Context: an optimization exercise on an open-source flow, tuned for small area. The choices shown serve that exercise and are no tape-out recipe.
Where RTL was checked, it was by simulation tests only, not by an equivalence proof against the original.
Power and IR drop assume default switching activity.

==> flow/design.v <==
`timescale 1ns/1ns
module dcache_top (
    input  logic        clk,
    input  logic        resetn,
    input  logic [1:0]  req_op,
    input  logic [31:0] req_addr,
    input  logic [31:0] req_wdata,
    input  logic [3:0]  req_strb,
    output logic        stall,
    output logic [31:0] rdata,
    output logic [31:0] ar_addr,
    output logic        ar_valid,
    input  logic        ar_ready,
    input  logic [31:0] r_data,
    input  logic        r_valid,
    input  logic        r_last,
    output logic [31:0] aw_addr,
    output logic        aw_valid,
    input  logic        aw_ready,
    output logic [31:0] w_data,
    output logic        w_valid,
    output logic        w_last,
    input  logic        b_valid
);
    localparam logic [2:0] st_idle = 3'd0;   
    localparam logic [2:0] st_aw   = 3'd1;   
    localparam logic [2:0] st_w    = 3'd2;   
    localparam logic [2:0] st_b    = 3'd3;   
    localparam logic [2:0] st_ar   = 3'd4;   
    localparam logic [2:0] st_r    = 3'd5;   
    localparam logic [2:0] st_fill = 3'd6;   
    logic [2:0]    state;
    logic [5:0]    dcnt;
    logic [1:0]    bcnt;
    logic [2047:0] dring;
    logic [415:0]  tring;
    logic [127:0]  fbuf;
    logic [31:0] head;
    logic [23:0] htag;
    logic        hdirty;
    logic        hvalid;
    logic [3:0]  idx;
    logic [5:0]  dcnt_nx;
    logic        nx_line;
    logic        nx_tag_ok;
    logic        nx_check;
    logic        swept;
    logic        hit_q;
    logic        miss_q;
    logic        line_q;
    logic        done;
    logic        wr_now;
    logic        miss_now;
    logic        beat_slot;
    logic        drain;
    logic        fill_now;
    logic [31:0] head_in;
    logic [25:0] thead_in;
    logic [31:0] fb_in;
    logic        fb_en;
    assign head   = dring[31:0];
    assign htag   = tring[23:0];
    assign hdirty = tring[24];
    assign hvalid = tring[25];
    assign idx    = req_addr[7:4];
    assign dcnt_nx   = dcnt + 1'b1;
    assign nx_line   = (dcnt_nx[3:0] == idx);
    assign nx_tag_ok = tring[51] && (tring[49:26] == req_addr[31:8]);
    assign nx_check  = swept && (req_op != 2'd0) && nx_line;
    always_ff @(posedge clk) begin
        hit_q  <= nx_check && nx_tag_ok && (dcnt_nx[5:4] == req_addr[3:2]);
        miss_q <= nx_check && !nx_tag_ok;
        line_q <= nx_line;
    end
    assign done      = (state == st_idle) && hit_q;
    assign wr_now    = done && req_op[1];
    assign miss_now  = (state == st_idle) && miss_q;
    assign beat_slot = line_q && (dcnt[5:4] == bcnt);   
    assign drain     = (state == st_fill) && beat_slot;
    assign fill_now  = drain && (bcnt == 2'd3);
    assign stall = !done;
    assign rdata = head;
    assign ar_addr  = {req_addr[31:4], 4'd0};
    assign ar_valid = (state == st_ar);
    assign aw_addr  = {fbuf[127:104], idx, 4'd0};
    assign aw_valid = (state == st_aw);
    assign w_data   = head;
    assign w_valid  = (state == st_w) && beat_slot;
    assign w_last   = (bcnt == 2'd3);
    always_comb begin
        for (int b = 0; b < 4; b++) begin
            if (drain) begin
                head_in[8 * b +: 8] = fbuf[8 * b +: 8];
            end else if (wr_now && req_strb[b]) begin
                head_in[8 * b +: 8] = req_wdata[8 * b +: 8];
            end else begin
                head_in[8 * b +: 8] = head[8 * b +: 8];
            end
        end
    end
    assign thead_in = {swept && (hvalid || fill_now),
                       fill_now ? 1'b0 : (hdirty || wr_now),
                       fill_now ? req_addr[31:8] : htag};
    always_ff @(posedge clk) begin
        dring <= {head_in, dring[2047:32]};
        tring <= {thead_in, tring[415:26]};
    end
    assign fb_en = (state == st_idle) || r_valid || drain;
    assign fb_in = {(state == st_idle) ? htag : r_data[31:8], r_data[7:0]};
    always_ff @(posedge clk) begin
        if (fb_en) begin
            fbuf <= {fb_in, fbuf[127:32]};
        end
    end
    always_ff @(posedge clk) begin
        if (!resetn) begin
            state <= st_idle;
            swept <= 1'b0;
            dcnt  <= '0;
            bcnt  <= '0;
        end else begin
            dcnt <= dcnt_nx;
            if (&dcnt[3:0]) begin
                swept <= 1'b1;
            end
            if (w_valid || drain) begin
                bcnt <= bcnt + 1'b1;
            end
            case (state)
                st_idle: if (miss_now) state <= (hvalid && hdirty) ? st_aw : st_ar;
                st_aw:   if (aw_ready) state <= st_w;
                st_w:    if (beat_slot && bcnt == 2'd3) state <= st_b;
                st_b:    if (b_valid) state <= st_ar;
                st_ar:   if (ar_ready) state <= st_r;
                st_r:    if (r_valid && r_last) state <= st_fill;
                st_fill: if (fill_now) state <= st_idle;
                default: state <= st_idle;
            endcase
        end
    end
endmodule
Settings: LEC_CHECK=0, CAP_MARGIN=20, CORE_MARGIN=2, CORE_UTILIZATION=65, CTS_BUF_LIST=sky130_fd_sc_hd__clkbuf_8, CTS_CLUSTER_DIAMETER=60, CTS_CLUSTER_SIZE=20, PLACE_DENSITY=0.8, SLEW_MARGIN=20; clock period 8.0 ns.
standard.sh (not shown) runs the stock make flow with config.mk's settings and CLKGATE_MAP_FILE= SYNTH_SCRIPT=/design/flow/synth_recipe.tcl, a recipe that flattens the netlist after the stock synthesis.
==> flow/flow/run.sh <==
#!/bin/bash
# Standard ORFS layout (the standard.sh, unchanged synthesis), with two
# changes: the clock tree is built from clkbuf_8 without CTS dummy loads, and
# port buffers use buf_1. Each tool's output is logged under orfs/logs; the
# make output goes to flow_make.log in this folder.
set -euo pipefail
export CTS_ARGS="-sink_clustering_enable -repair_clock_nets -buf_list sky130_fd_sc_hd__clkbuf_8 -sink_clustering_size 20 -sink_clustering_max_diameter 60 -dont_use_dummy_load"
export BUFFER_PORTS_ARGS="-buffer_cell sky130_fd_sc_hd__buf_1"
bash standard.sh finish > flow_make.log 2>&1
Next try:
--- a/flow/design.v
+++ b/flow/design.v
@@ -47,7 +47,6 @@
     logic        swept;
     logic        hit_q;
     logic        miss_q;
-    logic        line_q;
     logic        done;
     logic        wr_now;
     logic        miss_now;
@@ -70,12 +69,11 @@
     always_ff @(posedge clk) begin
         hit_q  <= nx_check && nx_tag_ok && (dcnt_nx[5:4] == req_addr[3:2]);
         miss_q <= nx_check && !nx_tag_ok;
-        line_q <= nx_line;
     end
     assign done      = (state == st_idle) && hit_q;
     assign wr_now    = done && req_op[1];
     assign miss_now  = (state == st_idle) && miss_q;
-    assign beat_slot = line_q && (dcnt[5:4] == bcnt);   
+    assign beat_slot = (dcnt == {bcnt, idx});
     assign drain     = (state == st_fill) && beat_slot;
     assign fill_now  = drain && (bcnt == 2'd3);
     assign stall = !done;
=> Via count is about the same. Final cell count hardly moves. Total power came out higher by about 0.8%. Worst setup slack degrades by 1300 ps. Maximum frequency came out lower by 25%.
The RTL of the first run of this note was laid out without a check of its function.

[re-timing with driven ports]
The results above use ideal ports. As a check the final layouts listed here were re-extracted and re-timed, cells and wires unchanged. Step 1, drivers: a clkbuf_16 drives clk and a buf_2 each remaining input, both assumed. Step 2 adds t to the input delays and takes it off the output delays; t is the mean of the earliest and latest rising clock arrival at the registers after step 1. Input paths then give back, and output paths get back, about the clock's delay inside the block. a / b / c = ideal ports / drivers / drivers and shift; a / b = the first two.
run | t, ns | slack for setup (ns) | worst register clock-pin slew, ns
the first run | 0.840 | 4.174 / 4.148 / 4.174 | 0.12 / 0.12
the second run | 0.847 | 2.915 / 2.894 / 2.894 | 0.12 / 0.12
After both steps every run listed still meets setup and hold. The setup slack of the second run, which loses most, moves by -0.021 ns with the drivers and by -0.021 ns with both steps.
